From an optimization exercise on the open Yosys and OpenROAD flow, aimed at a short achievable clock period and few clock cycles; shortcuts taken in it are not production practice. In this exercise RTL edits were held to simulation tests only and were not proved equivalent to the original. Power is estimated from default activity; no workload was simulated.

**design.v**
```verilog
`timescale 1ns/1ns
package cpu_pkg;
   localparam logic [3:0] NOP  = 4'h0;
   localparam logic [3:0] ADD  = 4'h1;
   localparam logic [3:0] SUB  = 4'h2;
   localparam logic [3:0] AND  = 4'h3;
   localparam logic [3:0] OR   = 4'h4;
   localparam logic [3:0] XOR  = 4'h5;
   localparam logic [3:0] ADDI = 4'h6;
   localparam logic [3:0] LI   = 4'h7;
   localparam logic [3:0] LD   = 4'h8;
   localparam logic [3:0] ST   = 4'h9;
   localparam logic [3:0] BEQZ = 4'ha;
   localparam logic [3:0] BNEZ = 4'hb;
   localparam logic [3:0] J    = 4'hc;
   localparam logic [3:0] HALT = 4'hd;
endpackage
`timescale 1ns/1ns
module pfx_add #(
   parameter int W = 16
) (
   input  logic [W-1:0] a,
   input  logic [W-1:0] b,
   input  logic         cin,
   output logic [W-1:0] s
);
   localparam int L = $clog2(W + 1);
   logic [W:0] g [0:L];
   logic [W:0] p [0:L];
   logic [W-1:0] x;
   assign x = a ^ b;
   always_comb begin
      g[0][0] = cin;
      p[0][0] = 1'b0;
      for (int i = 0; i < W; i++) begin
         g[0][i + 1] = a[i] & b[i];
         p[0][i + 1] = x[i];
      end
      for (int l = 0; l < L; l++) begin
         for (int i = 0; i <= W; i++) begin
            if (i >= (1 << l)) begin
               g[l + 1][i] = g[l][i] | (p[l][i] & g[l][i - (1 << l)]);
               p[l + 1][i] = p[l][i] & p[l][i - (1 << l)];
            end else begin
               g[l + 1][i] = g[l][i];
               p[l + 1][i] = p[l][i];
            end
         end
      end
      for (int i = 0; i < W; i++) begin
         s[i] = x[i] ^ g[L][i];
      end
   end
endmodule
`timescale 1ns/1ns
`timescale 1ns/1ns
`timescale 1ns/1ns
`timescale 1ns/1ns
`timescale 1ns/1ns
module cpu_top #(
   parameter int IMEM_DEPTH = 256
) (
   input  logic         clk,
   input  logic         rst_n,
   input  logic         imem_we,
   input  logic [15:0]  imem_addr,
   input  logic [15:0]  imem_wdata,
   output logic         cyc,
   output logic         stb,
   output logic         we,
   output logic [15:0]  adr,
   output logic [15:0]  dat_w,
   input  logic [15:0]  dat_r,
   input  logic         ack,
   output logic         wb_we,
   output logic [2:0]   wb_rd,
   output logic [15:0]  wb_data,
   output logic         halted
);
   localparam int MQ_AW = 3;               
   localparam int MQ_D  = 1 << MQ_AW;
   localparam int TQ_AW = 4;               
   localparam int TQ_D  = 1 << TQ_AW;
   logic [15:0] imem [0:255];
   logic [7:0]  pc;
   logic [15:0] pc_row;
   logic [15:0] pc_col;
   logic        d_valid;
   logic [15:0] d_ir;
   logic [7:0]  d_pc;
   logic        halt_seen;
   logic        e_valid;
   logic [2:0]  e_alu;        
   logic        e_sub;
   logic        e_wr;         
   logic        e_ld;
   logic        e_st;
   logic [2:0]  e_rd;
   logic [TQ_AW-1:0] e_idx;
   logic [15:0] e_a;
   logic [15:0] e_b;
   logic [15:0] e_s;
   logic        e_fa;
   logic        e_fb;
   logic        e_fs;
   logic        w_valid;
   logic [2:0]  w_rd;
   logic [TQ_AW-1:0] w_idx;
   logic [15:0] res_q;
   logic [15:0] regs [0:7];
   logic [7:0]  rz;
   logic [7:0]  pend;
   logic [TQ_AW:0]   tq_head;
   logic [TQ_AW:0]   tq_tail;
   logic [TQ_D-1:0]  tq_rdy;
   logic [2:0]       tq_rd   [0:TQ_D-1];
   logic [15:0]      tq_data [0:TQ_D-1];
   logic [MQ_AW:0]   mq_head;
   logic [MQ_AW:0]   mq_tail;
   logic             mq_we  [0:MQ_D-1];
   logic [15:0]      mq_adr [0:MQ_D-1];
   logic [15:0]      mq_dat [0:MQ_D-1];
   logic [2:0]       mq_rd  [0:MQ_D-1];
   logic [TQ_AW-1:0] mq_idx [0:MQ_D-1];
   logic [MQ_D-1:0]  mq_live;
   logic             o_we;
   logic [15:0]      o_adr;
   logic [15:0]      o_dat;
   logic [2:0]       o_rd;
   logic [TQ_AW-1:0] o_idx;
   logic             o_live;
   logic             halted_q;
   always_ff @(posedge clk) begin
      if (imem_we) begin
         imem[imem_addr[7:0]] <= imem_wdata;
      end
   end
   logic [15:0] row_sel, col_sel;
   logic [15:0] imem_rd;
   logic [15:0] row_word [0:15];
   always_comb begin
      for (int r = 0; r < 16; r++) begin
         row_word[r] = imem[{r[3:0], pc[3:0]}];
      end
      imem_rd = 16'd0;
      for (int r = 0; r < 16; r++) begin
         imem_rd = imem_rd | ({16{row_sel[r]}} & row_word[r]);
      end
   end
   logic [3:0]  op;
   logic [2:0]  rd_i, rs_i, rt_i;
   logic        is_r, is_addi, is_li, is_ld, is_st, is_cbr, is_bnez, is_jmp, is_halt;
   logic        uses_a, uses_b, uses_s, writes, is_mem, to_e;
   logic [15:0] imm;
   logic [7:0]  br_off;
   logic [7:0]  d_target;
   logic [2:0]  alu_sel;
   assign op   = d_ir[15:12];
   assign rd_i = d_ir[11:9];
   assign rs_i = d_ir[8:6];
   assign rt_i = d_ir[5:3];
   always_comb begin
      is_r    = (op == cpu_pkg::ADD) || (op == cpu_pkg::SUB) || (op == cpu_pkg::AND) ||
                (op == cpu_pkg::OR) || (op == cpu_pkg::XOR);
      is_addi = op == cpu_pkg::ADDI;
      is_li   = op == cpu_pkg::LI;
      is_ld   = op == cpu_pkg::LD;
      is_st   = op == cpu_pkg::ST;
      is_bnez = op == cpu_pkg::BNEZ;
      is_cbr  = ((op == cpu_pkg::BEQZ) || (op == cpu_pkg::BNEZ)) && (d_ir[5:0] != 6'd0);
      is_jmp  = (op == cpu_pkg::J) && (d_ir[7:0] != 8'd0);
      is_halt = op == cpu_pkg::HALT;
      uses_a  = is_r || is_addi || is_ld || is_st;
      uses_b  = is_r;
      uses_s  = is_st || is_cbr;
      writes  = is_r || is_addi || is_li || is_ld;
      is_mem  = is_ld || is_st;
      to_e    = is_r || is_addi || is_li || is_mem;
      imm     = is_li ? {{7{d_ir[8]}}, d_ir[8:0]} : {{10{d_ir[5]}}, d_ir[5:0]};
      br_off  = (op == cpu_pkg::J) ? d_ir[7:0] : {{2{d_ir[5]}}, d_ir[5:0]};
      case (op)
         cpu_pkg::SUB: alu_sel = 3'd1;
         cpu_pkg::AND: alu_sel = 3'd2;
         cpu_pkg::OR:  alu_sel = 3'd3;
         cpu_pkg::XOR: alu_sel = 3'd4;
         default:      alu_sel = 3'd0;
      endcase
   end
   pfx_add #(.W(8)) tgt_add (.a(d_pc), .b(br_off), .cin(1'b1), .s(d_target));
   logic [7:0] pc_inc;
   pfx_add #(.W(8)) pc_add (.a(pc), .b(8'd0), .cin(1'b1), .s(pc_inc));
   logic [15:0] tgt_row, tgt_col, inc_row, inc_col;
   always_comb begin
      for (int i = 0; i < 16; i++) begin
         tgt_row[i] = d_target[7:4] == i;
         tgt_col[i] = d_target[3:0] == i;
      end
      inc_col = {pc_col[14:0], pc_col[15]};
      inc_row = pc_col[15] ? {pc_row[14:0], pc_row[15]} : pc_row;
   end
   assign row_sel = pc_row;
   assign col_sel = pc_col;
   logic e_anywr, kill_o;
   logic [MQ_D-1:0] kill_mq;
   assign e_anywr = e_valid && (e_wr || e_ld);
   assign kill_o  = e_anywr && e_rd == o_rd;
   always_comb begin
      for (int k = 0; k < MQ_D; k++) begin
         kill_mq[k] = e_anywr && e_rd == mq_rd[k];
      end
   end
   logic ret, retok;
   assign ret   = cyc && ack && !o_we;
   assign retok = ret && o_live && !kill_o;
   logic [15:0] val_a, val_b, val_s;
   always_comb begin
      if (w_valid && w_rd == rs_i)      val_a = res_q;
      else if (retok && o_rd == rs_i)   val_a = dat_r;
      else                              val_a = regs[rs_i];
      if (w_valid && w_rd == rt_i)      val_b = res_q;
      else if (retok && o_rd == rt_i)   val_b = dat_r;
      else                              val_b = regs[rt_i];
      if (w_valid && w_rd == rd_i)      val_s = res_q;
      else if (retok && o_rd == rd_i)   val_s = dat_r;
      else                              val_s = regs[rd_i];
   end
   logic e_alu_wr;
   assign e_alu_wr = e_valid && e_wr;
   logic fa, fb, fs;
   assign fa = e_alu_wr && e_rd == rs_i;
   assign fb = e_alu_wr && e_rd == rt_i;
   assign fs = e_alu_wr && e_rd == rd_i;
   logic [7:0] pend_now;
   always_comb begin
      pend_now = pend;
      if (retok) pend_now[o_rd] = 1'b0;
   end
   logic [TQ_AW:0] tq_cnt;
   logic [MQ_AW:0] mq_cnt;
   logic           tq_nf, mq_nf;
   assign tq_cnt = tq_tail - tq_head;
   assign mq_cnt = mq_tail - mq_head;
   always_ff @(posedge clk or negedge rst_n) begin
      if (!rst_n) begin
         tq_nf <= 1'b0;
         mq_nf <= 1'b0;
      end else begin
         tq_nf <= tq_cnt >= TQ_D - 3;
         mq_nf <= mq_cnt >= MQ_D - 2;
      end
   end
   logic e_zero;
   logic rd_zero;
   always_comb begin
      if (fs)                           rd_zero = e_zero;
      else if (w_valid && w_rd == rd_i) rd_zero = res_q == 16'd0;
      else if (retok && o_rd == rd_i)   rd_zero = dat_r == 16'd0;
      else                              rd_zero = rz[rd_i];
   end
   logic raw, full, stall, d_issue, d_go, redirect;
   assign raw  = (uses_a && pend_now[rs_i]) || (uses_b && pend_now[rt_i]) ||
                 (uses_s && pend_now[rd_i]);
   assign full = (is_mem && mq_nf) || (writes && tq_nf);
   assign stall    = raw || full || halt_seen;
   assign d_issue  = d_valid && !stall;
   assign d_go     = !d_valid || d_issue;
   assign redirect = is_jmp || (is_cbr && (rd_zero ^ is_bnez));
   logic [15:0] ea, eb, es, alu_out;
   assign ea = e_fa ? res_q : e_a;
   assign eb = e_fb ? res_q : e_b;
   assign es = e_fs ? res_q : e_s;
   logic [15:0] sum;
   pfx_add #(.W(16)) alu_add (.a(ea), .b(e_sub ? ~eb : eb), .cin(e_sub), .s(sum));
   always_comb begin
      case (e_alu)
         3'd1:    alu_out = sum;
         3'd2:    alu_out = ea & eb;
         3'd3:    alu_out = ea | eb;
         3'd4:    alu_out = ea ^ eb;
         default: alu_out = sum;
      endcase
   end
   logic [15:0] x_ab, o_ab;
   assign x_ab = ea ^ eb;
   assign o_ab = ea | eb;
   always_comb begin
      case (e_alu)
         3'd1, 3'd4: e_zero = x_ab == 16'd0;
         3'd2:       e_zero = (ea & eb) == 16'd0;
         3'd3:       e_zero = o_ab == 16'd0;
         default:    e_zero = !x_ab[0] && (x_ab[15:1] == o_ab[14:0]);
      endcase
   end
   logic e_mem;
   assign e_mem = e_valid && (e_ld || e_st);
   logic rv;
   assign rv = d_valid && redirect;
   always_ff @(posedge clk or negedge rst_n) begin
      if (!rst_n) begin
         pc        <= 8'd0;
         pc_row    <= 16'd1;
         pc_col    <= 16'd1;
         d_valid   <= 1'b0;
         halt_seen <= 1'b0;
      end else begin
         if (d_issue && is_halt) halt_seen <= 1'b1;
         if (d_go) begin
            pc      <= rv ? d_target : pc_inc;
            pc_row  <= rv ? tgt_row : inc_row;
            pc_col  <= rv ? tgt_col : inc_col;
            d_valid <= !rv;
         end
      end
   end
   always_ff @(posedge clk) begin
      if (d_go) begin
         d_ir <= imem_rd;
         d_pc <= pc;
      end
   end
   always_ff @(posedge clk or negedge rst_n) begin
      if (!rst_n) begin
         e_valid <= 1'b0;
      end else begin
         e_valid <= d_issue && to_e;
      end
   end
   always_ff @(posedge clk) begin
      e_alu  <= alu_sel;
      e_sub  <= op == cpu_pkg::SUB;
      e_wr   <= writes && !is_ld;
      e_ld   <= is_ld;
      e_st   <= is_st;
      e_rd   <= rd_i;
      e_idx  <= tq_tail[TQ_AW-1:0];
      e_a    <= is_li ? 16'd0 : val_a;
      e_b    <= is_r ? val_b : imm;
      e_s    <= val_s;
      e_fa   <= fa && !is_li;
      e_fb   <= fb && is_r;
      e_fs   <= fs;
   end
   always_ff @(posedge clk or negedge rst_n) begin
      if (!rst_n) begin
         w_valid <= 1'b0;
         pend    <= 8'd0;
      end else begin
         w_valid <= e_alu_wr;
         for (int r = 0; r < 8; r++) begin
            if (d_issue && writes && rd_i == r) begin
               pend[r] <= is_ld;
            end else if (retok && o_rd == r) begin
               pend[r] <= 1'b0;
            end
         end
      end
   end
   always_ff @(posedge clk) begin
      res_q <= alu_out;
      w_rd  <= e_rd;
      w_idx <= e_idx;
      if (retok) begin
         regs[o_rd] <= dat_r;
         rz[o_rd]   <= dat_r == 16'd0;
      end
      if (w_valid) begin
         regs[w_rd] <= res_q;
         rz[w_rd]   <= res_q == 16'd0;
      end
   end
   logic [TQ_AW-1:0] tq_h;
   assign tq_h = tq_head[TQ_AW-1:0];
   always_ff @(posedge clk or negedge rst_n) begin
      if (!rst_n) begin
         tq_head <= '0;
         tq_tail <= '0;
         tq_rdy  <= '0;
         wb_we   <= 1'b0;
      end else begin
         if (d_issue && writes) begin
            tq_tail <= tq_tail + 1'b1;
         end
         if (w_valid) begin
            tq_rdy[w_idx] <= 1'b1;
         end
         if (ret) begin
            tq_rdy[o_idx] <= 1'b1;
         end
         wb_we <= tq_rdy[tq_h];
         if (tq_rdy[tq_h]) begin
            tq_rdy[tq_h] <= 1'b0;
            tq_head      <= tq_head + 1'b1;
         end
      end
   end
   always_ff @(posedge clk) begin
      if (w_valid) begin
         tq_rd[w_idx]   <= w_rd;
         tq_data[w_idx] <= res_q;
      end
      if (ret) begin
         tq_rd[o_idx]   <= o_rd;
         tq_data[o_idx] <= dat_r;
      end
      wb_rd   <= tq_rd[tq_h];
      wb_data <= tq_data[tq_h];
   end
   logic mq_empty, bus_free, mq_push;
   logic [MQ_AW-1:0] mq_h, mq_t;
   assign mq_h     = mq_head[MQ_AW-1:0];
   assign mq_t     = mq_tail[MQ_AW-1:0];
   assign mq_empty = mq_head == mq_tail;
   assign bus_free = !cyc || ack;
   assign mq_push  = e_mem && !(bus_free && mq_empty);
   always_ff @(posedge clk or negedge rst_n) begin
      if (!rst_n) begin
         mq_head <= '0;
         mq_tail <= '0;
         cyc     <= 1'b0;
      end else begin
         if (mq_push) begin
            mq_tail <= mq_tail + 1'b1;
         end
         if (bus_free) begin
            cyc <= !mq_empty || e_mem;
            if (!mq_empty) begin
               mq_head <= mq_head + 1'b1;
            end
         end
      end
   end
   always_ff @(posedge clk) begin
      for (int k = 0; k < MQ_D; k++) begin
         if (mq_push && mq_t == k) begin
            mq_live[k] <= 1'b1;
         end else begin
            mq_live[k] <= mq_live[k] && !kill_mq[k];
         end
      end
      if (bus_free) begin
         if (!mq_empty) begin
            o_live <= mq_live[mq_h] && !kill_mq[mq_h];
         end else begin
            o_live <= 1'b1;
         end
      end else begin
         o_live <= o_live && !kill_o;
      end
   end
   always_ff @(posedge clk) begin
      if (mq_push) begin
         mq_we[mq_t]  <= e_st;
         mq_adr[mq_t] <= alu_out;
         mq_dat[mq_t] <= es;
         mq_rd[mq_t]  <= e_rd;
         mq_idx[mq_t] <= e_idx;
      end
      if (bus_free) begin
         if (!mq_empty) begin
            o_we  <= mq_we[mq_h];
            o_adr <= mq_adr[mq_h];
            o_dat <= mq_dat[mq_h];
            o_rd  <= mq_rd[mq_h];
            o_idx <= mq_idx[mq_h];
         end else begin
            o_we  <= e_st;
            o_adr <= alu_out;
            o_dat <= es;
            o_rd  <= e_rd;
            o_idx <= e_idx;
         end
      end
   end
   assign stb   = cyc;
   assign we    = o_we;
   assign adr   = o_adr;
   assign dat_w = o_dat;
   always_ff @(posedge clk or negedge rst_n) begin
      if (!rst_n) begin
         halted_q <= 1'b0;
      end else if (halt_seen && tq_head == tq_tail && mq_empty && !e_mem && bus_free) begin
         halted_q <= 1'b1;
      end
   end
   assign halted = halted_q;
endmodule
```
**run.sh**
```bash
#!/bin/bash
# synth_recipe.tcl (not shown) runs the flow's synth.tcl, then flattens the netlist and writes it again
# the make line also repeats each setting of config.mk as NAME=value (left out here)
make -C /OpenROAD-flow-scripts/flow DESIGN_CONFIG=/design/flow/config.mk WORK_HOME=/design/flow/orfs CLKGATE_MAP_FILE= SYNTH_SCRIPT=/design/flow/synth_recipe.tcl finish
```
**config.mk**
```make
export PLATFORM = sky130hd
export DESIGN_NAME = cpu_top
export DESIGN_NICKNAME = cpu_top
export VERILOG_FILES = /design/flow/design.v
export SDC_FILE = /design/flow/constraint.sdc
export NUM_CORES = 4
export LEC_CHECK = 0
export CAP_MARGIN = 20
export CORE_MARGIN = 2
export CORE_UTILIZATION = 45
export PLACE_DENSITY = 0.6
export SETUP_SLACK_MARGIN = 3.2
export SLEW_MARGIN = 20
```
**constraint.sdc**
```tcl
create_clock -name core_clock -period 6.0 [get_ports {clk}]
set_input_delay 1.2000 -clock core_clock [delete_from_list [all_inputs] [get_ports {clk}]]
set_output_delay 1.2000 -clock core_clock [all_outputs]
set_load 0.01 [all_outputs]
```
==> results of run 1 <==
## metrics by stage
step / power (mW) / cell area (sq um) / hold slack [ns] / worst slack [ns] / instances
detailed placement: 47.33 / 220000 / 0.4157 / 0.2953 / 15983
global placement: 47.18 / 219900 / 0.4025 / 0.3149 / 15980
global route: 82.15 / 248800 / 0.2838 / 2.209 / 17568
CTS: 80.07 / 245100 / 0.2289 / 2.245 / 17381
finish: 79.86 / 248800 / 0.2507 / 2.167 / 17574
floorplan: 44.55 / 210900 / 0.3462 / 2.468 / 9969
## layer usage
layer  global-route usage  vias up  part of all wire
met4              0.07301       10             0.034
met3              0.04198      934             0.081
met5                    0        -           0.00012
met2               0.3894     4834              0.48
met1               0.3494    58110              0.41
li1                     -    43724                 -
## cells in the final DEF (no fill, tap or decap), types with 22 or more instances in the layout
cell,count
mux2_2,397
a22oi_1,86
clkbuf_1,129
o21ai_1,31
nand3_1,33
clkbuf_16,571
mux2i_4,28
dfxtp_1,98
buf_2,50
a21oi_2,25
buf_6,142
clkinv_1,120
bufinv_16,38
nand2b_1,22
xor2_1,58
buf_4,560
ha_1,76
o21ai_0,148
nor2_2,85
clkinv_2,73
dfrtp_1,77
inv_1,74
mux4_2,1503
a22oi_2,70
xnor2_1,58
nor2_4,227
buf_16,47
mux2i_1,198
nor2_1,125
a221oi_1,49
edfxtp_1,4912
nand2_1,250
a21oi_1,69
buf_12,262
nand4_1,53
## worst max-delay path, delay by kind of cell (launching register included)
family,cells,cell delay (ns)
AOI/OAI and AO/OA,1,0.36
DFF,1,0.45
and+or+nand+nor,2,0.79
buffers and inverters,5,0.76
muxes,2,1.13
## flip-flops by register name, summed over array words and instances (netlist names), 24 cells and up, named ones only
name,cells
imem,4096
mq_adr,128
mq_dat,128
mq_idx,32
mq_rd,24
regs,128
tq_data,256
tq_rd,48
## where the power goes
part	leakage, nW	internal, mW	switching (mW)	total (mW)
logic	24.9	2.80	4.24	7.04
clock network	8.34	18.8	13.9	32.7
registers	46.2	39.8	0.359	40.2
total	79.4	61.4	18.5	79.9
## final timing paths
kind | start | to | cells past startpoint | slack [ns]
min in group core_clock | tq_tail[0] | e_idx[0] | 0 | 0.43
max in group asynchronous | rst_n | tq_head[0] | 2 | 4.71
hold / removal | rst_n | mq_head[2] | 1 | 0.25
setup reg to reg | pc[0] | d_ir[10] | 10 | 2.17
setup / recovery | pc[0] | d_ir[10] | 10 | 2.17
hold reg to reg | tq_tail[0] | e_idx[0] | 0 | 0.43
## cell families (layout without fill, tap and decap cells)
family,count (synthesis),after routing,synth area share
AND/OR/NAND/NOR,1001,1013,0.02139
other,0,7,0
XOR/XNOR,135,135,0.005702
adder cells (fa/ha/maj),99,99,0.006046
AO/OA/AOI/OAI,704,704,0.02269
buffers and inverters,771,2208,0.01443
multiplexers,2145,2145,0.1967
flip-flops,5114,5114,0.7331
## area by class of cell
type                            count  area, sq um
Clock inverter                    282         2585
Sequential cell                  5114       152100
Timing Repair Buffer             1147        14070
Inverter                           86        366.6
Timing Repair inverter              2        27.53
Fill cell                       34705       210700
Tap cell                         6149         7694
Multi-Input combinational cell   4096        57450
Antenna cell                        7        17.52
Clock buffer                      691        14510
## repair_timing
action / in CTS / in global routing
endpoints found under the setup margin: 5321 / 2021
gates cloned: 45 / 15
resized for setup: 834 / 290
pin swaps: 264 / 188
setup buffers: 380 / 167
==> run_results.csv, run 1 <==
group,metric,value,unit
run_status,status,"complete, no violations",
clock_network,hold_buffers,0,
synth,synthMostInstantiatedCell,"edfxtp_1",
placement,portBuffers,99,
sta,slew_headroom,0.2032,
setup_path,critPathKind,"flop to flop",
cells_and_area,fin_nets,11144,
cells_and_area,utilization,0.5414,
cells_and_area,post_route_cells_drive_above_1_share,0.3956,
setup_path,cp_common_cell,"buf_12",
synth,ys.flop_type,"edfxtp_1",
floorplanning,dieArea,0.4662,sq mm
power,leakage,79.39,nW
synth,synth.avg_cell_area,20.80,sq um
grt,grt_use_total,0.2447,
synth,async_flop_share,0.01779,
min_path,min_path_type,"input port to async pin",
setup_path,cp.arrival,4.62,ns
synth,yosys-top-cells-area,"edfxtp_1, mux4_2, mux2_2, mux2i_1, dfrtp_1",
setup_path,path_cells,"buf_12, buf_16, buf_12, buf_16, buf_12, mux4_2, mux4_2, a22oi_2, nand4_1, or2_4",
sta,min_period_over_period,0.6388,
synth,synth_fp_nets,10120,
setup_path,cp_slowest_cell,"mux4_2",
floorplanning,coreArea,0.4595,sq mm
floorplanning,start_util,0.4512,
synth,netlist_area,0.2074,sq mm
sta,worstMarginPinSlew,1.195,ns
clock_network,htree_levels,6,
placement,gp_congestion,0.8899,
power,ir_drop,0.3195,mV
sta,hold_viol,0,
clock_network,clock_sinks,5114,
cells_and_area,syn_to_final_growth,19.98,%
sta,rsz0062_at_grt,"true",
setup_path,slowest_delay,0.61,ns
detailed_routing,wirelength,581.1,mm
synth,syn_inst,9969,
detailed_routing,post-route-drc-count,0,
sta,drv_slew,0,
clock_network,cts_buffer_depth,4,
floorplanning,rows,249,
detailed_routing,wire_per_inst,33.07,um
synth,yosysUniqueCellTypes,80,
grt,grt_first_pass_wirelength,812.6,mm
clock_network,cts_tree,"yes",
grt,grt_max_degree,193,
grt,first_global_vias,107936,
setup_path,crit_fanout,9,
grt,antenna_found_initial,20,
setup_path,cp-end-kind,"flop",
setup_path,critPathLaunchType,"flop",
clock_network,cts-root-buf,"clkbuf_16",
grt,gr-total-overflow,0,
floorplanning,fp.dieH,682.8,um
sta,setup-tns-final,0,ns
detailed_routing,vias,107612,
sta,skew,0.05010,ns
sta,fmax,0.2609,GHz
sta,fin_crit,3.833,ns
synth,synth-edff-count,4912,
detailed_routing,firstDrtPassIters,23,
synth,ys_top_cells_by_count,"edfxtp_1, mux4_2, clkbuf_1",
clock_network,clock_latency,1.08,ns
detailed_routing,drtIter0Drc,13254,
power,p_per_area,321.0,mW/mm^2
sta,setup_viol,0,
clock_network,cts_buffers,546,
synth,ys_seq_elements,5114,
synth,synth_top_area_frac,0.7113,
detailed_routing,via_per_inst,6.123,
synth,yosys_warnings,8,
placement,dp_hpwl,340.1,mm
floorplanning,die_w,682.8,um
synth,synth_top_area_cell,"edfxtp_1",
setup_path,crit_required,6.79,ns
floorplanning,ios,108,
run,drv_cap,0,
detailed_routing,ant_nets,0,
synth,yosysSeqAreaShare,0.7331,
clock_network,clk_pin_slew,0.06,ns
Testbench counts, summed over its fixed seeds: cycles 42,773.
==> inputs of run 2 (changes only) <==
--- a/design.v
+++ b/design.v
@@ -83,8 +83,13 @@
    localparam int TQ_D  = 1 << TQ_AW;
    logic [15:0] imem [0:255];
    logic [7:0]  pc;
-   logic [15:0] pc_row;
-   logic [15:0] pc_col;
+   logic [6:0]  pce;          
+   logic [6:0]  pco;          
+   logic [7:0]  pce_row;      
+   logic [7:0]  pco_row;      
+   logic [15:0] d_nx;         
+   logic        nx_ok;        
+   logic        d_pred;       
    logic        d_valid;
    logic [15:0] d_ir;
    logic [7:0]  d_pc;
@@ -103,6 +108,10 @@
    logic        e_fa;
    logic        e_fb;
    logic        e_fs;
+   logic        e_pz;         
+   logic        e_pz_ok;
+   logic        e_dp;         
+   logic [TQ_AW-1:0] e_dtag;  
    logic        w_valid;
    logic [2:0]  w_rd;
    logic [TQ_AW-1:0] w_idx;
@@ -110,6 +119,7 @@
    logic [15:0] regs [0:7];
    logic [7:0]  rz;
    logic [7:0]  pend;
+   logic [TQ_AW-1:0] ptag [0:7];    
    logic [TQ_AW:0]   tq_head;
    logic [TQ_AW:0]   tq_tail;
    logic [TQ_D-1:0]  tq_rdy;
@@ -123,6 +133,8 @@
    logic [2:0]       mq_rd  [0:MQ_D-1];
    logic [TQ_AW-1:0] mq_idx [0:MQ_D-1];
    logic [MQ_D-1:0]  mq_live;
+   logic [MQ_D-1:0]  mq_dp;
+   logic [TQ_AW-1:0] mq_dtag [0:MQ_D-1];
    logic             o_we;
    logic [15:0]      o_adr;
    logic [15:0]      o_dat;
@@ -135,17 +147,22 @@
          imem[imem_addr[7:0]] <= imem_wdata;
       end
    end
-   logic [15:0] row_sel, col_sel;
-   logic [15:0] imem_rd;
-   logic [15:0] row_word [0:15];
+   logic [15:0] ev_rd, od_rd, imem_rd, imem_rd1;
+   logic [15:0] ev_row [0:7];
+   logic [15:0] od_row [0:7];
    always_comb begin
-      for (int r = 0; r < 16; r++) begin
-         row_word[r] = imem[{r[3:0], pc[3:0]}];
-      end
-      imem_rd = 16'd0;
-      for (int r = 0; r < 16; r++) begin
-         imem_rd = imem_rd | ({16{row_sel[r]}} & row_word[r]);
+      for (int r = 0; r < 8; r++) begin
+         ev_row[r] = imem[{r[2:0], pce[3:0], 1'b0}];
+         od_row[r] = imem[{r[2:0], pco[3:0], 1'b1}];
+      end
+      ev_rd = 16'd0;
+      od_rd = 16'd0;
+      for (int r = 0; r < 8; r++) begin
+         ev_rd = ev_rd | ({16{pce_row[r]}} & ev_row[r]);
+         od_rd = od_rd | ({16{pco_row[r]}} & od_row[r]);
       end
+      imem_rd  = pc[0] ? od_rd : ev_rd;
+      imem_rd1 = pc[0] ? ev_rd : od_rd;
    end
    logic [3:0]  op;
    logic [2:0]  rd_i, rs_i, rt_i;
@@ -189,17 +206,44 @@
    pfx_add #(.W(8)) tgt_add (.a(d_pc), .b(br_off), .cin(1'b1), .s(d_target));
    logic [7:0] pc_inc;
    pfx_add #(.W(8)) pc_add (.a(pc), .b(8'd0), .cin(1'b1), .s(pc_inc));
-   logic [15:0] tgt_row, tgt_col, inc_row, inc_col;
+   logic [7:0] d_fall;
+   pfx_add #(.W(8)) fall_add (.a(d_pc), .b(8'd0), .cin(1'b1), .s(d_fall));
+   logic [3:0] n_op;
+   logic [2:0] n_rd;
+   logic       n_jmp, n_cbr, n_known, n_zero, n_pred, look;
+   logic [7:0] n_off, tgt_n;
+   assign n_op  = d_nx[15:12];
+   assign n_rd  = d_nx[11:9];
+   assign n_jmp = (n_op == cpu_pkg::J) && (d_nx[7:0] != 8'd0);
+   assign n_cbr = ((n_op == cpu_pkg::BEQZ) || (n_op == cpu_pkg::BNEZ)) && (d_nx[5:0] != 6'd0);
+   assign n_off = (n_op == cpu_pkg::J) ? d_nx[7:0] : {{2{d_nx[5]}}, d_nx[5:0]};
+   pfx_add #(.W(8)) tgtn_add (.a(pc), .b(n_off), .cin(1'b1), .s(tgt_n));
+   always_comb begin
+      n_known = !(writes && rd_i == n_rd) && !(e_valid && e_wr && e_rd == n_rd) &&
+                !pend[n_rd];
+      if (w_valid && w_rd == n_rd) n_zero = res_q == 16'd0;
+      else                         n_zero = rz[n_rd];
+      n_pred = n_jmp || (n_cbr && (n_known ? (n_zero ^ (n_op == cpu_pkg::BNEZ)) : d_nx[5]));
+   end
+   assign look = nx_ok && n_pred;
+   logic [7:0] a_pc, b_pc, a1_pc, b1_pc, fall1, tgt1, inc1, tgtn1;
+   pfx_add #(.W(8)) fall1_add (.a(d_pc), .b(8'd1), .cin(1'b1), .s(fall1));
+   pfx_add #(.W(8)) tgt1_add  (.a(d_fall), .b(br_off), .cin(1'b1), .s(tgt1));
+   pfx_add #(.W(8)) inc1_add  (.a(pc), .b(8'd1), .cin(1'b1), .s(inc1));
+   pfx_add #(.W(8)) tgtn1_add (.a(pc_inc), .b(n_off), .cin(1'b1), .s(tgtn1));
+   assign a_pc  = d_pred ? d_fall : d_target;
+   assign a1_pc = d_pred ? fall1 : tgt1;
+   assign b_pc  = look ? tgt_n : pc_inc;
+   assign b1_pc = look ? tgtn1 : inc1;
+   logic [7:0] ae_row, ao_row, be_row, bo_row;
    always_comb begin
-      for (int i = 0; i < 16; i++) begin
-         tgt_row[i] = d_target[7:4] == i;
-         tgt_col[i] = d_target[3:0] == i;
+      for (int i = 0; i < 8; i++) begin
+         ae_row[i] = a1_pc[7:5] == i;
+         ao_row[i] = a_pc[7:5] == i;
+         be_row[i] = b1_pc[7:5] == i;
+         bo_row[i] = b_pc[7:5] == i;
       end
-      inc_col = {pc_col[14:0], pc_col[15]};
-      inc_row = pc_col[15] ? {pc_row[14:0], pc_row[15]} : pc_row;
    end
-   assign row_sel = pc_row;
-   assign col_sel = pc_col;
    logic e_anywr, kill_o;
    logic [MQ_D-1:0] kill_mq;
    assign e_anywr = e_valid && (e_wr || e_ld);
@@ -249,17 +293,16 @@
          mq_nf <= mq_cnt >= MQ_D - 2;
       end
    end
-   logic e_zero;
    logic rd_zero;
    always_comb begin
-      if (fs)                           rd_zero = e_zero;
+      if (fs)                           rd_zero = e_pz;
       else if (w_valid && w_rd == rd_i) rd_zero = res_q == 16'd0;
       else if (retok && o_rd == rd_i)   rd_zero = dat_r == 16'd0;
       else                              rd_zero = rz[rd_i];
    end
    logic raw, full, stall, d_issue, d_go, redirect;
    assign raw  = (uses_a && pend_now[rs_i]) || (uses_b && pend_now[rt_i]) ||
-                 (uses_s && pend_now[rd_i]);
+                 (is_cbr && (pend_now[rd_i] || (fs && !e_pz_ok)));
    assign full = (is_mem && mq_nf) || (writes && tq_nf);
    assign stall    = raw || full || halt_seen;
    assign d_issue  = d_valid && !stall;
@@ -280,41 +323,44 @@
          default: alu_out = sum;
       endcase
    end
-   logic [15:0] x_ab, o_ab;
-   assign x_ab = ea ^ eb;
-   assign o_ab = ea | eb;
-   always_comb begin
-      case (e_alu)
-         3'd1, 3'd4: e_zero = x_ab == 16'd0;
-         3'd2:       e_zero = (ea & eb) == 16'd0;
-         3'd3:       e_zero = o_ab == 16'd0;
-         default:    e_zero = !x_ab[0] && (x_ab[15:1] == o_ab[14:0]);
-      endcase
-   end
+   logic [15:0] negimm;
+   logic        pz, pz_ok;
+   pfx_add #(.W(16)) neg_add (.a(16'd0), .b(~imm), .cin(1'b1), .s(negimm));
+   assign pz    = is_li ? (imm == 16'd0) : (val_a == negimm);
+   assign pz_ok = is_li || (is_addi && !fa);
    logic e_mem;
    assign e_mem = e_valid && (e_ld || e_st);
    logic rv;
-   assign rv = d_valid && redirect;
+   assign rv = d_valid && (redirect != d_pred);
    always_ff @(posedge clk or negedge rst_n) begin
       if (!rst_n) begin
          pc        <= 8'd0;
-         pc_row    <= 16'd1;
-         pc_col    <= 16'd1;
+         pce       <= 7'd0;
+         pco       <= 7'd0;
+         pce_row   <= 8'd1;
+         pco_row   <= 8'd1;
          d_valid   <= 1'b0;
+         nx_ok     <= 1'b0;
+         d_pred    <= 1'b0;
          halt_seen <= 1'b0;
       end else begin
          if (d_issue && is_halt) halt_seen <= 1'b1;
          if (d_go) begin
-            pc      <= rv ? d_target : pc_inc;
-            pc_row  <= rv ? tgt_row : inc_row;
-            pc_col  <= rv ? tgt_col : inc_col;
+            pc      <= rv ? a_pc : b_pc;
+            pce     <= rv ? a1_pc[7:1] : b1_pc[7:1];
+            pco     <= rv ? a_pc[7:1] : b_pc[7:1];
+            pce_row <= rv ? ae_row : be_row;
+            pco_row <= rv ? ao_row : bo_row;
             d_valid <= !rv;
+            nx_ok   <= !rv && !look;
+            d_pred  <= !rv && look;
          end
       end
    end
    always_ff @(posedge clk) begin
       if (d_go) begin
          d_ir <= imem_rd;
+         d_nx <= imem_rd1;
          d_pc <= pc;
       end
    end
@@ -339,6 +385,10 @@
       e_fa   <= fa && !is_li;
       e_fb   <= fb && is_r;
       e_fs   <= fs;
+      e_pz   <= pz;
+      e_pz_ok <= pz_ok;
+      e_dp   <= is_st && pend_now[rd_i];
+      e_dtag <= ptag[rd_i];
    end
    always_ff @(posedge clk or negedge rst_n) begin
       if (!rst_n) begin
@@ -356,6 +406,9 @@
       end
    end
    always_ff @(posedge clk) begin
+      if (d_issue && writes) begin
+         ptag[rd_i] <= tq_tail[TQ_AW-1:0];
+      end
       res_q <= alu_out;
       w_rd  <= e_rd;
       w_idx <= e_idx;
@@ -447,25 +500,42 @@
          o_live <= o_live && !kill_o;
       end
    end
+   logic        e_dhit;
+   logic [15:0] e_sdat;
+   logic [MQ_D-1:0] mq_dhit;
+   assign e_dhit = e_dp && ret && o_idx == e_dtag;
+   assign e_sdat = e_dhit ? dat_r : es;
+   always_comb begin
+      for (int k = 0; k < MQ_D; k++) begin
+         mq_dhit[k] = mq_dp[k] && ret && o_idx == mq_dtag[k];
+      end
+   end
    always_ff @(posedge clk) begin
-      if (mq_push) begin
-         mq_we[mq_t]  <= e_st;
-         mq_adr[mq_t] <= alu_out;
-         mq_dat[mq_t] <= es;
-         mq_rd[mq_t]  <= e_rd;
-         mq_idx[mq_t] <= e_idx;
+      for (int k = 0; k < MQ_D; k++) begin
+         if (mq_push && mq_t == k) begin
+            mq_we[k]   <= e_st;
+            mq_adr[k]  <= alu_out;
+            mq_dat[k]  <= e_sdat;
+            mq_rd[k]   <= e_rd;
+            mq_idx[k]  <= e_idx;
+            mq_dp[k]   <= e_st && e_dp && !e_dhit;
+            mq_dtag[k] <= e_dtag;
+         end else if (mq_dhit[k]) begin
+            mq_dat[k]  <= dat_r;
+            mq_dp[k]   <= 1'b0;
+         end
       end
       if (bus_free) begin
          if (!mq_empty) begin
             o_we  <= mq_we[mq_h];
             o_adr <= mq_adr[mq_h];
-            o_dat <= mq_dat[mq_h];
+            o_dat <= mq_dhit[mq_h] ? dat_r : mq_dat[mq_h];
             o_rd  <= mq_rd[mq_h];
             o_idx <= mq_idx[mq_h];
          end else begin
             o_we  <= e_st;
             o_adr <= alu_out;
-            o_dat <= es;
+            o_dat <= e_sdat;
             o_rd  <= e_rd;
             o_idx <= e_idx;
          end
--- a/config.mk
+++ b/config.mk
@@ -7,7 +7,7 @@
 export LEC_CHECK = 0
 export CAP_MARGIN = 20
 export CORE_MARGIN = 2
-export CORE_UTILIZATION = 45
+export CORE_UTILIZATION = 40
 export PLACE_DENSITY = 0.6
 export SETUP_SLACK_MARGIN = 3.2
 export SLEW_MARGIN = 20
==> run 2 against run 1 <==
  * Still clean
  * Final area increased by 4.2%
  * Via count increased by 5.3%
  * Clock-buffer cell count increased by 2
  * Register-to-register slack improved by 0.12 ns
  * Fmax increased by 3.2%
  * Area after synthesis increased by 3.2%
  * Sequential power increased by 3%
  * Sequential cell count increased by 87
  * Highest routed layer unchanged
==> run_results.csv, run 2 <==
group,metric,value,unit
synth,synth-edff-count,4999,
setup_path,slowest_delay,0.59,ns
floorplanning,dieArea,0.5409,sq mm
clock_network,clk_pin_slew,0.07,ns
power,p_per_area,323.2,mW/mm^2
synth,yosys_warnings,15,
detailed_routing,wire_per_inst,30.57,um
setup_path,crit_required,6.91,ns
synth,synth-adder-area-share,0.007963,
cells_and_area,fill_cells,42522,
grt,first_global_vias,114250,
sta,drv_slew,0,
synth,yosys-top-cells-area,"edfxtp_1, mux4_2, mux2_2, dfxtp_1, clkbuf_1",
synth,synth_xor_area_frac,0.008577,
sta,slew_headroom,0.1599,
synth,netlist_area,0.2140,sq mm
sta,skew,0.06733,ns
cells_and_area,layout_commonest_cell,"edfxtp_1",
floorplanning,die_w,735.4,um
synth,synthMostInstantiatedCell,"edfxtp_1",
synth,synth_compound_gate_area_share,0.02948,
cells_and_area,post_route_cells_drive_above_1_share,0.3911,
detailed_routing,firstDrtPassIters,9,
setup_path,critPathKind,"flop to flop",
sta,hold_viol,0,
clock_network,cts_tree,"yes",
grt,grt_max_degree,205,
floorplanning,fp.dieH,735.4,um
run,drv_cap,0,
placement,dpl_worst_slack,0.8660,ns
run_status,status,"complete, no violations",
sta,min_period_over_period,0.6191,
sta,fin_crit,3.715,ns
detailed_routing,via_per_inst,5.867,
detailed_routing,ant_nets,0,
synth,ys_top_cells_by_count,"edfxtp_1, mux4_2, clkbuf_1",
placement,portBuffers,99,
grt,grt_use_total,0.2122,
setup_path,cp-end-kind,"flop",
synth,muxShareOfSynthArea,0.1880,
synth,synth.avg_cell_area,19.77,sq um
synth,async_flop_share,0.01557,
synth,synth-simple-area-share,0.02809,
setup_path,cp_slowest_cell,"a222oi_1",
synth,synth_fp_nets,11014,
clock_network,htree_levels,6,
synth,yosysSeqAreaShare,0.7223,
synth,ys_seq_elements,5201,
clock_network,clock_latency,1.08,ns
cells_and_area,largest_reg_flops,4096,
floorplanning,coreArea,0.5328,sq mm
synth,ys.flop_type,"edfxtp_1",
floorplanning,start_util,0.4016,
cells_and_area,final_cell_mix,"edfxtp_1, mux4_2, clkbuf_16",
sta,fmax,0.2692,GHz
grt,gr-total-overflow,0,
clock_network,cts_buffer_depth,4,
synth,synth_top_area_cell,"edfxtp_1",
setup_path,crit_fanout,9,
placement,dp_hpwl,334.4,mm
sta,worstMarginPinSlew,1.260,ns
cells_and_area,syn_to_final_growth,21.10,%
sta,setup-tns-final,0,ns
grt,grt_first_pass_wirelength,833.4,mm
grt,antenna_found_initial,27,
cells_and_area,regArea,0.1547,sq mm
clock_network,hold_buffers,0,
sta,final.setup.worst_slack,2.285,ns
synth,syn_inst,10827,
synth,synth_top_area_frac,0.7015,
cells_and_area,multi_input_area,0.06187,sq mm
cells_and_area,fin_nets,12046,
detailed_routing,post-route-drc-count,0,
clock_network,cts-root-buf,"clkbuf_16",
power,ir_drop,0.3161,mV
setup_path,cp.arrival,4.62,ns
floorplanning,rows,268,
sta,rsz0062_at_grt,"true",
sta,setup_viol,0,
synth,yosysUniqueCellTypes,94,
detailed_routing,drtIter0Drc,13877,
clock_network,clock_sinks,5201,
floorplanning,ios,108,
synth,synth_top_family_by_area,"multiplexers",
min_path,min_path_type,"input port to async pin",
detailed_routing,wirelength,590.2,mm
placement,gp_congestion,0.8787,
detailed_routing,vias,113272,
setup_path,path_cells,"buf_12, buf_16, buf_4, buf_16, mux4_2, mux4_2, a222oi_1, and4_4, a21oi_4, mux2_4",
clock_network,cts_buffers,546,
setup_path,critPathLaunchType,"flop",
power,leakage,82.18,nW
run 2: path summary, 6_finish.rpt:
kind,cells after the start,end,start,slack [ns]
min reg2reg,1,mq_head[3],mq_head[3],0.48
min,1,w_valid,rst_n,0.1
max,10,flop,pc[1],2.29
min in group core_clock,1,mq_head[3],mq_head[3],0.48
max in group asynchronous,2,pce[0],rst_n,4.48
max reg2reg,10,flop,pc[1],2.29
run 2: routing by layer:
metal  track usage  vias up  routed length [um]
met5             0        -                  60
li1              -    46835                   -
met3       0.03356      922               44540
met1        0.2942    60630              238400
met4       0.06292       10               18540
met2        0.3480     4875              288700
run 2: stage by stage:
stage	hold slack [ns]	total power, mW	utilization	cell area [sq um]	std cells
after CTS	0.01858	83.62	0.4781	254700	19047
after global placement	0.4699	50.07	0.4259	226900	17529
final	0.09758	83.75	0.4864	259200	19306
after detailed placement	0.4727	50.28	0.4259	226900	17529
after global routing	0.08471	86.33	0.4864	259100	19300
after floorplan	0.3462	46.95	-	218100	10827
run 2: cell families after synthesis:
family / Yosys count
xor+xnor: 208
fa+ha+maj: 135
flops: 5201
compound gates: 972
simple gates: 1351
mux: 2092
buf+inv: 868
run 2: layout make-up:
class | instances | area share
multi-input combinational | 4768 | 0.2387
clock inverter | 275 | 0.009661
timing repair inverter | 7 | 0.0002993
tap | 7020 | 0.03389
timing repair buffer | 1230 | 0.06225
antenna | 7 | 0.00006759
inverter | 105 | 0.001844
sequential | 5201 | 0.5968
clock buffer | 693 | 0.05646
run 2: worst max-delay path, delay by kind of cell (launching register included):
family | cells | cell delay [ns]
buf+inv | 4 | 0.64
compound gates | 2 | 0.66
mux | 3 | 1.40
simple gates | 1 | 0.39
flops | 1 | 0.44
run 2: timing repair:
action	CTS	global route
buffers inserted	480	238
resized for setup	962	323
pin swaps	272	210
setup endpoints to repair	5206	3194
cloned	70	12
endpoints found under the hold margin	0	0
run 2: where the power goes:
| group | internal [mW] | total [mW] | switching [mW] |
|---|---|---|---|
| Sequential | 40.9 | 41.3 | 0.430 |
| Combinational | 3.99 | 9.78 | 5.79 |
| Clock | 18.6 | 32.7 | 14.1 |
Testbench counts of run 2, summed over its fixed seeds: cycles 40,720.
==> inputs of run 3 (changes only) <==
--- a/design.v
+++ b/design.v
@@ -141,7 +141,22 @@
    logic [2:0]       o_rd;
    logic [TQ_AW-1:0] o_idx;
    logic             o_live;
+   logic [7:0]       o_rd_oh;      
    logic             halted_q;
+   logic             q_valid;
+   logic             q_done;
+   logic             q_live;
+   logic [2:0]       q_sel;
+   logic             q_sub;
+   logic [2:0]       q_rd;
+   logic [7:0]       q_rd_oh;      
+   logic [TQ_AW-1:0] q_idx;
+   logic [TQ_AW-1:0] q_tag;
+   logic             q_pa;
+   logic             q_pb;
+   logic [15:0]      q_a;
+   logic [15:0]      q_b;
+   logic [15:0]      q_res;
    always_ff @(posedge clk) begin
       if (imem_we) begin
          imem[imem_addr[7:0]] <= imem_wdata;
@@ -244,28 +259,49 @@
          bo_row[i] = b_pc[7:5] == i;
       end
    end
-   logic e_anywr, kill_o;
+   logic kill_o;
    logic [MQ_D-1:0] kill_mq;
-   assign e_anywr = e_valid && (e_wr || e_ld);
-   assign kill_o  = e_anywr && e_rd == o_rd;
+   logic d_wr, kill_e, kill_q;
+   assign d_wr    = d_issue && writes;
+   assign kill_o  = d_wr && rd_i == o_rd;
+   assign kill_e  = d_wr && rd_i == e_rd;
+   assign kill_q  = d_wr && rd_i == q_rd;
    always_comb begin
       for (int k = 0; k < MQ_D; k++) begin
-         kill_mq[k] = e_anywr && e_rd == mq_rd[k];
+         kill_mq[k] = d_wr && rd_i == mq_rd[k];
       end
    end
+   logic        q_fire, q_ok;
+   logic [15:0] qa, qb, q_sum, q_alu;
+   assign q_fire = q_valid && !q_done && cyc && ack && !o_we && o_idx == q_tag;
+   assign q_ok   = q_done && q_live;
+   assign qa = q_pa ? dat_r : q_a;
+   assign qb = q_pb ? dat_r : q_b;
+   pfx_add #(.W(16)) q_add (.a(qa), .b(q_sub ? ~qb : qb), .cin(q_sub), .s(q_sum));
+   always_comb begin
+      case (q_sel)
+         3'd2:    q_alu = qa & qb;
+         3'd3:    q_alu = qa | qb;
+         3'd4:    q_alu = qa ^ qb;
+         default: q_alu = q_sum;
+      endcase
+   end
    logic ret, retok;
    assign ret   = cyc && ack && !o_we;
-   assign retok = ret && o_live && !kill_o;
+   assign retok = ret && o_live;
    logic [15:0] val_a, val_b, val_s;
    always_comb begin
       if (w_valid && w_rd == rs_i)      val_a = res_q;
       else if (retok && o_rd == rs_i)   val_a = dat_r;
+      else if (q_ok && q_rd == rs_i)    val_a = q_res;
       else                              val_a = regs[rs_i];
       if (w_valid && w_rd == rt_i)      val_b = res_q;
       else if (retok && o_rd == rt_i)   val_b = dat_r;
+      else if (q_ok && q_rd == rt_i)    val_b = q_res;
       else                              val_b = regs[rt_i];
       if (w_valid && w_rd == rd_i)      val_s = res_q;
       else if (retok && o_rd == rd_i)   val_s = dat_r;
+      else if (q_ok && q_rd == rd_i)    val_s = q_res;
       else                              val_s = regs[rd_i];
    end
    logic e_alu_wr;
@@ -276,8 +312,9 @@
    assign fs = e_alu_wr && e_rd == rd_i;
    logic [7:0] pend_now;
    always_comb begin
-      pend_now = pend;
-      if (retok) pend_now[o_rd] = 1'b0;
+      for (int r = 0; r < 8; r++) begin
+         pend_now[r] = pend[r] && !(retok && o_rd_oh[r]) && !(q_ok && q_rd_oh[r]);
+      end
    end
    logic [TQ_AW:0] tq_cnt;
    logic [MQ_AW:0] mq_cnt;
@@ -298,13 +335,19 @@
       if (fs)                           rd_zero = e_pz;
       else if (w_valid && w_rd == rd_i) rd_zero = res_q == 16'd0;
       else if (retok && o_rd == rd_i)   rd_zero = dat_r == 16'd0;
+      else if (q_ok && q_rd == rd_i)    rd_zero = q_res == 16'd0;
       else                              rd_zero = rz[rd_i];
    end
    logic raw, full, stall, d_issue, d_go, redirect;
    assign raw  = (uses_a && pend_now[rs_i]) || (uses_b && pend_now[rt_i]) ||
                  (is_cbr && (pend_now[rd_i] || (fs && !e_pz_ok)));
    assign full = (is_mem && mq_nf) || (writes && tq_nf);
-   assign stall    = raw || full || halt_seen;
+   logic pa, pb, to_q;
+   assign pa   = uses_a && pend_now[rs_i];
+   assign pb   = uses_b && pend_now[rt_i];
+   assign to_q = (is_r || is_addi) && !q_valid && (pa || pb) &&
+                 (pa && pb ? rs_i == rt_i : (pa ? !(is_r && fb) : !fa));
+   assign stall    = (raw && !to_q) || full || halt_seen;
    assign d_issue  = d_valid && !stall;
    assign d_go     = !d_valid || d_issue;
    assign redirect = is_jmp || (is_cbr && (rd_zero ^ is_bnez));
@@ -368,7 +411,7 @@
       if (!rst_n) begin
          e_valid <= 1'b0;
       end else begin
-         e_valid <= d_issue && to_e;
+         e_valid <= d_issue && to_e && !to_q;
       end
    end
    always_ff @(posedge clk) begin
@@ -398,8 +441,8 @@
          w_valid <= e_alu_wr;
          for (int r = 0; r < 8; r++) begin
             if (d_issue && writes && rd_i == r) begin
-               pend[r] <= is_ld;
-            end else if (retok && o_rd == r) begin
+               pend[r] <= is_ld || to_q;
+            end else if ((retok && o_rd == r) || (q_ok && q_rd == r)) begin
                pend[r] <= 1'b0;
             end
          end
@@ -416,6 +459,10 @@
          regs[o_rd] <= dat_r;
          rz[o_rd]   <= dat_r == 16'd0;
       end
+      if (q_ok) begin
+         regs[q_rd] <= q_res;
+         rz[q_rd]   <= q_res == 16'd0;
+      end
       if (w_valid) begin
          regs[w_rd] <= res_q;
          rz[w_rd]   <= res_q == 16'd0;
@@ -439,6 +486,9 @@
          if (ret) begin
             tq_rdy[o_idx] <= 1'b1;
          end
+         if (q_done) begin
+            tq_rdy[q_idx] <= 1'b1;
+         end
          wb_we <= tq_rdy[tq_h];
          if (tq_rdy[tq_h]) begin
             tq_rdy[tq_h] <= 1'b0;
@@ -455,6 +505,10 @@
          tq_rd[o_idx]   <= o_rd;
          tq_data[o_idx] <= dat_r;
       end
+      if (q_done) begin
+         tq_rd[q_idx]   <= q_rd;
+         tq_data[q_idx] <= q_res;
+      end
       wb_rd   <= tq_rd[tq_h];
       wb_data <= tq_data[tq_h];
    end
@@ -464,7 +518,7 @@
    assign mq_t     = mq_tail[MQ_AW-1:0];
    assign mq_empty = mq_head == mq_tail;
    assign bus_free = !cyc || ack;
-   assign mq_push  = e_mem && !(bus_free && mq_empty);
+   assign mq_push  = e_mem && !(bus_free && mq_empty && e_ready);
    always_ff @(posedge clk or negedge rst_n) begin
       if (!rst_n) begin
          mq_head <= '0;
@@ -475,8 +529,8 @@
             mq_tail <= mq_tail + 1'b1;
          end
          if (bus_free) begin
-            cyc <= !mq_empty || e_mem;
-            if (!mq_empty) begin
+            cyc <= mq_empty ? e_mem && e_ready : head_ready;
+            if (!mq_empty && head_ready) begin
                mq_head <= mq_head + 1'b1;
             end
          end
@@ -485,7 +539,7 @@
    always_ff @(posedge clk) begin
       for (int k = 0; k < MQ_D; k++) begin
          if (mq_push && mq_t == k) begin
-            mq_live[k] <= 1'b1;
+            mq_live[k] <= !kill_e;
          end else begin
             mq_live[k] <= mq_live[k] && !kill_mq[k];
          end
@@ -494,7 +548,7 @@
          if (!mq_empty) begin
             o_live <= mq_live[mq_h] && !kill_mq[mq_h];
          end else begin
-            o_live <= 1'b1;
+            o_live <= !kill_e;
          end
       end else begin
          o_live <= o_live && !kill_o;
@@ -503,13 +557,21 @@
    logic        e_dhit;
    logic [15:0] e_sdat;
    logic [MQ_D-1:0] mq_dhit;
-   assign e_dhit = e_dp && ret && o_idx == e_dtag;
-   assign e_sdat = e_dhit ? dat_r : es;
+   logic [15:0] e_cap;
+   logic [15:0] mq_cap [0:MQ_D-1];
+   logic e_ready, head_ready;
+   assign e_dhit = e_dp && ((ret && o_idx == e_dtag) || (q_done && q_idx == e_dtag));
+   assign e_cap  = (ret && o_idx == e_dtag) ? dat_r : q_res;
+   assign e_sdat = e_dhit ? e_cap : es;
+   assign e_ready = !(e_st && e_dp) || e_dhit;
    always_comb begin
       for (int k = 0; k < MQ_D; k++) begin
-         mq_dhit[k] = mq_dp[k] && ret && o_idx == mq_dtag[k];
+         mq_dhit[k] = mq_dp[k] && ((ret && o_idx == mq_dtag[k]) ||
+                                   (q_done && q_idx == mq_dtag[k]));
+         mq_cap[k]  = (ret && o_idx == mq_dtag[k]) ? dat_r : q_res;
       end
    end
+   assign head_ready = !mq_dp[mq_h] || mq_dhit[mq_h];
    always_ff @(posedge clk) begin
       for (int k = 0; k < MQ_D; k++) begin
          if (mq_push && mq_t == k) begin
@@ -521,7 +583,7 @@
             mq_dp[k]   <= e_st && e_dp && !e_dhit;
             mq_dtag[k] <= e_dtag;
          end else if (mq_dhit[k]) begin
-            mq_dat[k]  <= dat_r;
+            mq_dat[k]  <= mq_cap[k];
             mq_dp[k]   <= 1'b0;
          end
       end
@@ -529,14 +591,16 @@
          if (!mq_empty) begin
             o_we  <= mq_we[mq_h];
             o_adr <= mq_adr[mq_h];
-            o_dat <= mq_dhit[mq_h] ? dat_r : mq_dat[mq_h];
+            o_dat <= mq_dhit[mq_h] ? mq_cap[mq_h] : mq_dat[mq_h];
             o_rd  <= mq_rd[mq_h];
+            for (int r = 0; r < 8; r++) o_rd_oh[r] <= mq_rd[mq_h] == r;
             o_idx <= mq_idx[mq_h];
          end else begin
             o_we  <= e_st;
             o_adr <= alu_out;
             o_dat <= e_sdat;
             o_rd  <= e_rd;
+            for (int r = 0; r < 8; r++) o_rd_oh[r] <= e_rd == r;
             o_idx <= e_idx;
          end
       end
@@ -545,6 +609,41 @@
    assign we    = o_we;
    assign adr   = o_adr;
    assign dat_w = o_dat;
+   logic q_issue;
+   assign q_issue = d_issue && to_q;
+   always_ff @(posedge clk or negedge rst_n) begin
+      if (!rst_n) begin
+         q_valid  <= 1'b0;
+         q_done   <= 1'b0;
+      end else begin
+         if (q_issue) begin
+            q_valid <= 1'b1;
+         end else if (q_done) begin
+            q_valid <= 1'b0;
+         end
+         q_done <= q_fire;
+      end
+   end
+   always_ff @(posedge clk) begin
+      if (!q_valid) begin
+         q_live <= 1'b1;
+         q_sel  <= alu_sel;
+         q_sub  <= op == cpu_pkg::SUB;
+         q_rd   <= rd_i;
+         for (int r = 0; r < 8; r++) q_rd_oh[r] <= rd_i == r;
+         q_idx  <= tq_tail[TQ_AW-1:0];
+         q_tag  <= pa ? ptag[rs_i] : ptag[rt_i];
+         q_pa   <= pa;
+         q_pb   <= pb;
+         q_a    <= val_a;
+         q_b    <= is_r ? val_b : imm;
+      end else if (kill_q) begin
+         q_live <= 1'b0;
+      end
+      if (q_fire) begin
+         q_res <= q_alu;
+      end
+   end
    always_ff @(posedge clk or negedge rst_n) begin
       if (!rst_n) begin
          halted_q <= 1'b0;
==> run 3 against run 2 <==
  * Still clean
  * Combinational power down about 90%
  * Clock skew up 0.020 ns
  * Clock power up 3%
  * Critical path type unchanged
  * Highest routed layer unchanged
==> run_results.csv, run 3 <==
group,metric,value,unit
detailed_routing,post-route-drc-count,0,
sta,rsz0062_at_grt,"true",
setup_path,critPathKind,"flop to flop",
setup_path,slowest_delay,0.54,ns
cells_and_area,fill_cells,45595,
placement,dpl_worst_slack,0.7168,ns
cells_and_area,multi_input_area,0.07409,sq mm
min_path,min_path_type,"input port to async pin",
setup_path,r2r_setup_slack,2.33,ns
run_status,status,"complete, no violations",
setup_path,crit_required,6.94,ns
grt,grt_max_degree,177,
sta,setup-tns-final,0,ns
synth,yosys-top-cells-area,"edfxtp_1, mux4_2, mux2i_1, nor2_1, a21oi_1",
synth,yosysSeqAreaShare,0.6916,
floorplanning,die_w,758.4,um
cells_and_area,fin_nets,14333,
floorplanning,fp.dieH,758.4,um
detailed_routing,via_per_inst,5.956,
synth,ys_top_cells_by_count,"edfxtp_1, mux4_2, nor2_1",
synth,synth.avg_cell_area,17.72,sq um
synth,synth_fp_nets,13094,
grt,gr-total-overflow,0,
clock_network,cts-root-buf,"clkbuf_16",
cells_and_area,final_cell_mix,"edfxtp_1, mux4_2, buf_4",
sta,skew,0.08740,ns
power,ir_drop,0.2586,mV
setup_path,r2r-start,"pc[1]",
setup_path,cp_slowest_cell,"mux4_2",
setup_path,path_cells,"buf_12, buf_16, buf_12, buf_16, buf_12, buf_8, mux4_2, mux4_2, a22oi_2, nand4_1, buf_6, nor2_4, a21oi_4, mux2_2",
clock_network,htree_levels,6,
grt,first_global_vias,127984,
cells_and_area,syn_to_final_growth,23.01,%
placement,gp_congestion,0.8736,
setup_path,reg2reg_depth,14,
clock_network,cts_buffers,569,
detailed_routing,wire_per_inst,31.82,um
placement,portBuffers,99,
power,leakage,88.99,nW
detailed_routing,wirelength,702.7,mm
run,drv_cap,0,
clock_network,clk_pin_slew,0.07,ns
synth,yosys_warnings,16,
setup_path,cp-end-kind,"flop",
synth,synth_top_area_cell,"edfxtp_1",
clock_network,cts_buffer_depth,4,
synth,synth_top_area_frac,0.6701,
detailed_routing,vias,131499,
sta,hold_viol,0,
sta,timing.hold.ws,0.1005,ns
cells_and_area,largest_reg_flops,4096,
sta,slew_headroom,0.1623,
floorplanning,ios,108,
grt,grt_first_pass_wirelength,969.2,mm
clock_network,hold_buffers,0,
grt,antenna_found_initial,25,
synth,synth-edff-count,5080,
detailed_routing,ant_nets,0,
synth,netlist_area,0.2277,sq mm
synth,yosysUniqueCellTypes,96,
sta,fin_crit,3.671,ns
floorplanning,rows,277,
placement,dp_hpwl,392.7,mm
sta,drv_slew,0,
synth,async_flop_share,0.01565,
power,p_per_area,268.9,mW/mm^2
detailed_routing,drtIter0Drc,16747,
clock_network,clock_latency,1.10,ns
cells_and_area,regArea,0.1576,sq mm
synth,synthMostInstantiatedCell,"edfxtp_1",
setup_path,cp.buffers_inverters,7,
clock_network,cts_tree,"yes",
setup_path,cp.arrival,4.61,ns
floorplanning,coreArea,0.5680,sq mm
grt,grt_use_total,0.2336,
sta,setup_viol,0,
synth,ys_seq_elements,5304,
setup_path,cp_common_cell,"buf_12",
floorplanning,start_util,0.4008,
setup_path,startpoint,"pc[1]",
setup_path,critical_path.top_delay_family,"multiplexers",
sta,min_period_over_period,0.6118,
synth,syn_inst,12848,
floorplanning,dieArea,0.5752,sq mm
setup_path,crit_fanout,7,
sta,worstMarginPinSlew,1.257,ns
power,power,75.30,mW
synth,ys.flop_type,"edfxtp_1",
setup_path,critPathLaunchType,"flop",
cells_and_area,post_route_cells_drive_above_1_share,0.3606,
sta,final.setup.worst_slack,2.329,ns
detailed_routing,firstDrtPassIters,7,
cells_and_area,layout_commonest_cell,"edfxtp_1",
sta,fmax,0.2724,GHz
clock_network,clock_sinks,5304,
run 3: changes by cell type after synthesis, sizes merged, moves of 81 or more:
cell | previous run | this run
a21oi | 199 | 710
clkbuf | 551 | 738
edfxtp | 4999 | 5080
mux2 | 490 | 69
mux2i | 110 | 755
nor2 | 499 | 1044
xnor2 | 100 | 188
run 3: logic make-up (layout without fill, tap and decap cells):
logic type / Yosys count / after routing / synth area share
fa+ha+maj: 194 / 194 / 0.01073
buf+inv: 1158 / 2816 / 0.01944
flops: 5304 / 5304 / 0.6916
compound gates: 1624 / 1627 / 0.04382
simple gates: 1939 / 1967 / 0.03666
mux: 2340 / 2340 / 0.1866
other cells: 0 / 10 / 0
xor+xnor: 289 / 289 / 0.01115
run 3: worst register-to-register path: cells and delay by family, from the launching register on:
family	cells	cell delay [ns]
mux	3	1.25
flops	1	0.51
buf+inv	7	1.05
compound gates	2	0.46
simple gates	2	0.29
run 3: per-layer routing:
layer,track usage,vias up,wire (um)
li1,-,54332,-
met1,0.3202,69223,276700
met2,0.3796,6396,334300
met3,0.04003,1530,60140
met4,0.08004,18,31420
met5,0,-,116
run 3: worst max path at each step:
| stage | end | slack [ns] | cells past startpoint |
|---|---|---|---|
| after CTS | flop | 2.44 | 12 |
| final | flop | 2.33 | 14 |
| after global routing | o_dat[3] | 2.36 | 18 |
| after floorplan | flop | 2.12 | 13 |
| after global placement | pce_row[5] | 0.73 | 12 |
| after detailed placement | pce_row[7] | 0.72 | 12 |
run 3: timing repair:
| action | CTS | global route |
|---|---|---|
| pin swaps | 390 | 232 |
| buffers inserted | 632 | 272 |
| endpoints found under the hold margin | 0 | 0 |
| gates resized for setup | 1203 | 744 |
| endpoints found under the setup margin | 5464 | 2266 |
| gates cloned | 76 | 67 |
run 3: layout make-up:
class / instances / share of cell area
flip-flops and latches: 5304 / 0.5626
multi-input cells: 6417 / 0.2646
repair buffers: 1606 / 0.07231
clock buffers: 745 / 0.05383
well taps: 7533 / 0.03366
clock inverters: 276 / 0.009695
inverters: 176 / 0.002703
repair inverters: 13 / 0.0005406
diodes: 10 / 0.00008936
run 3: stage by stage:
stage	util	instance area, sq um	std cells
after global placement	0.4256	241800	19996
after global routing	0.4930	280000	22073
after detailed placement	0.4258	241900	20001
after CTS	0.4804	272900	21730
after floorplan	-	231600	12848
final	0.4930	280000	22080
run 3: where the power goes:
part	switching (mW)	internal (mW)	total (mW)
combinational	0.830	0.168	0.998
sequential	0.0125	40.5	40.5
clock	14.9	18.9	33.8
Testbench counts of run 3, summed over its fixed seeds: cycles 38,618.
==> inputs of run 4 (changes only) <==
--- a/config.mk
+++ b/config.mk
@@ -7,7 +7,7 @@
 export LEC_CHECK = 0
 export CAP_MARGIN = 20
 export CORE_MARGIN = 2
-export CORE_UTILIZATION = 40
-export PLACE_DENSITY = 0.6
+export CORE_UTILIZATION = 45
+export PLACE_DENSITY = 0.65
 export SETUP_SLACK_MARGIN = 3.2
 export SLEW_MARGIN = 20
==> run 4 against run 3 <==
  * Clock power increased by 1%
  * Register-to-register slack got worse by 0.03 ns
  * Cell count shrank 4.3%
  * Highest routed layer unchanged
  * Non-clock buffer count down 120
  * Area after synthesis unchanged
  * Combinational power hardly changed
  * Clock-buffer cell count fell by 31
  * Sequential cell count unchanged
  * Fmax down 0.77%
  * Critical path type unchanged
  * Core utilization grew 5.7 points
==> run_results.csv, run 4 <==
group,metric,value,unit
placement,dpl_worst_slack,0.6857,ns
cells_and_area,regArea,0.1576,sq mm
synth,netlist_area,0.2277,sq mm
sta,hold_viol,0,
synth,synth_top_area_cell,"edfxtp_1",
clock_network,cts_buffers,558,
setup_path,critPathKind,"flop to flop",
floorplanning,ios,108,
synth,yosysSeqAreaShare,0.6916,
cells_and_area,fin_area,0.2776,sq mm
grt,grt_use_total,0.2621,
cells_and_area,multi_input_area,0.07338,sq mm
floorplanning,fp.dieH,715.3,um
cells_and_area,fin_nets,14197,
power,sequentialPowerShare,0.534,
sta,fin_crit,3.699,ns
sta,fmax,0.2703,GHz
run_status,status,"complete, no violations",
sta,setup_viol,0,
synth,synthMostInstantiatedCell,"edfxtp_1",
cells_and_area,final_cell_mix,"edfxtp_1, mux4_2, mux2i_1",
synth,yosys-top-cells-area,"edfxtp_1, mux4_2, mux2i_1, nor2_1, a21oi_1",
placement,place_area,0.2402,sq mm
power,power,75.86,mW
synth,async_flop_share,0.01565,
cells_and_area,layout_commonest_cell,"edfxtp_1",
detailed_routing,via_per_inst,6.349,
sta,setup-tns-final,0,ns
detailed_routing,post-route-drc-count,0,
power,p_sw_frac,0.2046,
setup_path,cp-end-kind,"flop",
detailed_routing,firstDrtPassIters,13,
detailed_routing,ant_nets,0,
clock_network,cts-root-buf,"clkbuf_16",
power,power.share.clock,0.452,
sta,min_period_over_period,0.6166,
power,p_per_area,273.3,mW/mm^2
placement,dp_hpwl,390.1,mm
clock_network,cts_tree,"yes",
sta,skew,0.09134,ns
cells_and_area,fill_cells,37403,
floorplanning,rows,261,
clock_network,htree_levels,6,
floorplanning,start_util,0.4512,
sta,slew_headroom,0.08240,
synth,syn_inst,12848,
grt,grt_first_pass_wirelength,964.3,mm
cells_and_area,syn_to_final_growth,21.92,%
clock_network,cts_buffer_depth,4,
[run 4: changes by cell type in the layout (fill, tap and decap cells not counted), sizes merged, moves of 2 or more]
cell and change:
clkinv -10, nand2b -2, clkbuf -30, nand2 -3, nand3 -3, bufinv +21, diode +13, inv -4
o21ai -2, buf -122, clkinvlp +14
[run 4: cell families after synthesis]
family,Yosys count,share of synthesized area
AOI/OAI and AO/OA,1624,0.04382
xor gates and xnor gates,289,0.01115
adders and majority gates,194,0.01073
buffers and inverters,1158,0.01944
DFF,5304,0.6916
muxes,2340,0.1866
and+or+nand+nor,1939,0.03666
[run 4: path summary, 6_finish.rpt]
kind / start / end / slack [ns] / cells after the start
max reg2reg: pc[1] / d_ir[12] / 2.30 / 12
min reg2reg: tq_tail[4] / tq_tail[4] / 0.50 / 1
min in group core_clock: tq_tail[4] / tq_tail[4] / 0.50 / 1
min: rst_n / mq_head[2] / 0.20 / 1
max in group asynchronous: rst_n / pce[1] / 4.46 / 2
max: pc[1] / d_ir[12] / 2.30 / 12
[run 4: power by group through the flow]
| stage | registers (mW) | logic, mW | clock network, mW |
|---|---|---|---|
| after CTS | 40.5 | 0.997 | 34.7 |
| after floorplan | 41.3 | 0.231 | 0 |
| after detailed placement | 41.3 | 0.962 | 0 |
| after global placement | 41.3 | 0.893 | 0 |
| final | 40.5 | 1.02 | 34.3 |
| after global routing | 40.5 | 1.07 | 36.2 |
[run 4: repair_timing]
action,CTS,global route
buffers inserted,621,220
cloned,91,54
hold buffers,0,0
pin swaps,328,222
resized for setup,1178,588
setup endpoints to repair,5137,2693
[run 4: through the flow]
stage / hold WS, ns / utilization / std cells
6_report: 0.2023 / 0.5501 / 21130
5_1_grt: 0.1936 / 0.5501 / 21115
4_1_cts: 0.1387 / 0.5383 / 20832
3_5_place_dp: 0.4690 / 0.4761 / 19110
3_3_place_gp: 0.4614 / 0.4760 / 19108
2_1_floorplan: 0.3635 / - / 12848
[run 4: cell type report]
type / count / share of cell area
flip-flops and latches: 5304 / 0.5677
multi-input cells: 6411 / 0.2644
repair buffers: 1486 / 0.06927
clock buffers: 714 / 0.05412
well taps: 6706 / 0.03023
clock inverters: 296 / 0.01088
inverters: 176 / 0.002696
repair inverters: 14 / 0.0005454
diodes: 23 / 0.0002074
[run 4: metal layers]
| layer | global-route usage | wire (um) | vias up |
|---|---|---|---|
| li1 | - | - | 54092 |
| met1 | 0.3539 | 259700 | 69791 |
| met2 | 0.4142 | 327900 | 8342 |
| met3 | 0.05153 | 72400 | 1925 |
| met4 | 0.1202 | 40590 | 14 |
| met5 | 0 | 149 | - |
[run 4: worst max-delay path: stages (launching register included)]
cell and delay (ns):
dfrtp_4 0.51, buf_12 0.15, buf_16 0.14, buf_16 0.15, buf_12 0.13, buf_16 0.13, mux4_2 0.48, mux4_2 0.55
a22oi_2 0.57, nand4_1 0.20, buf_6 0.20, nor2_4 0.10, a21oi_4 0.06

Re-timed with assumed drivers on the ports (clkbuf_16 on the clock, buf_2 on other inputs), run 4 has 2.301 ns of setup slack against 2.301 ns with ideal ports, and 1.210 ns once port delays also move by the mid clock arrival of 1.200 ns.
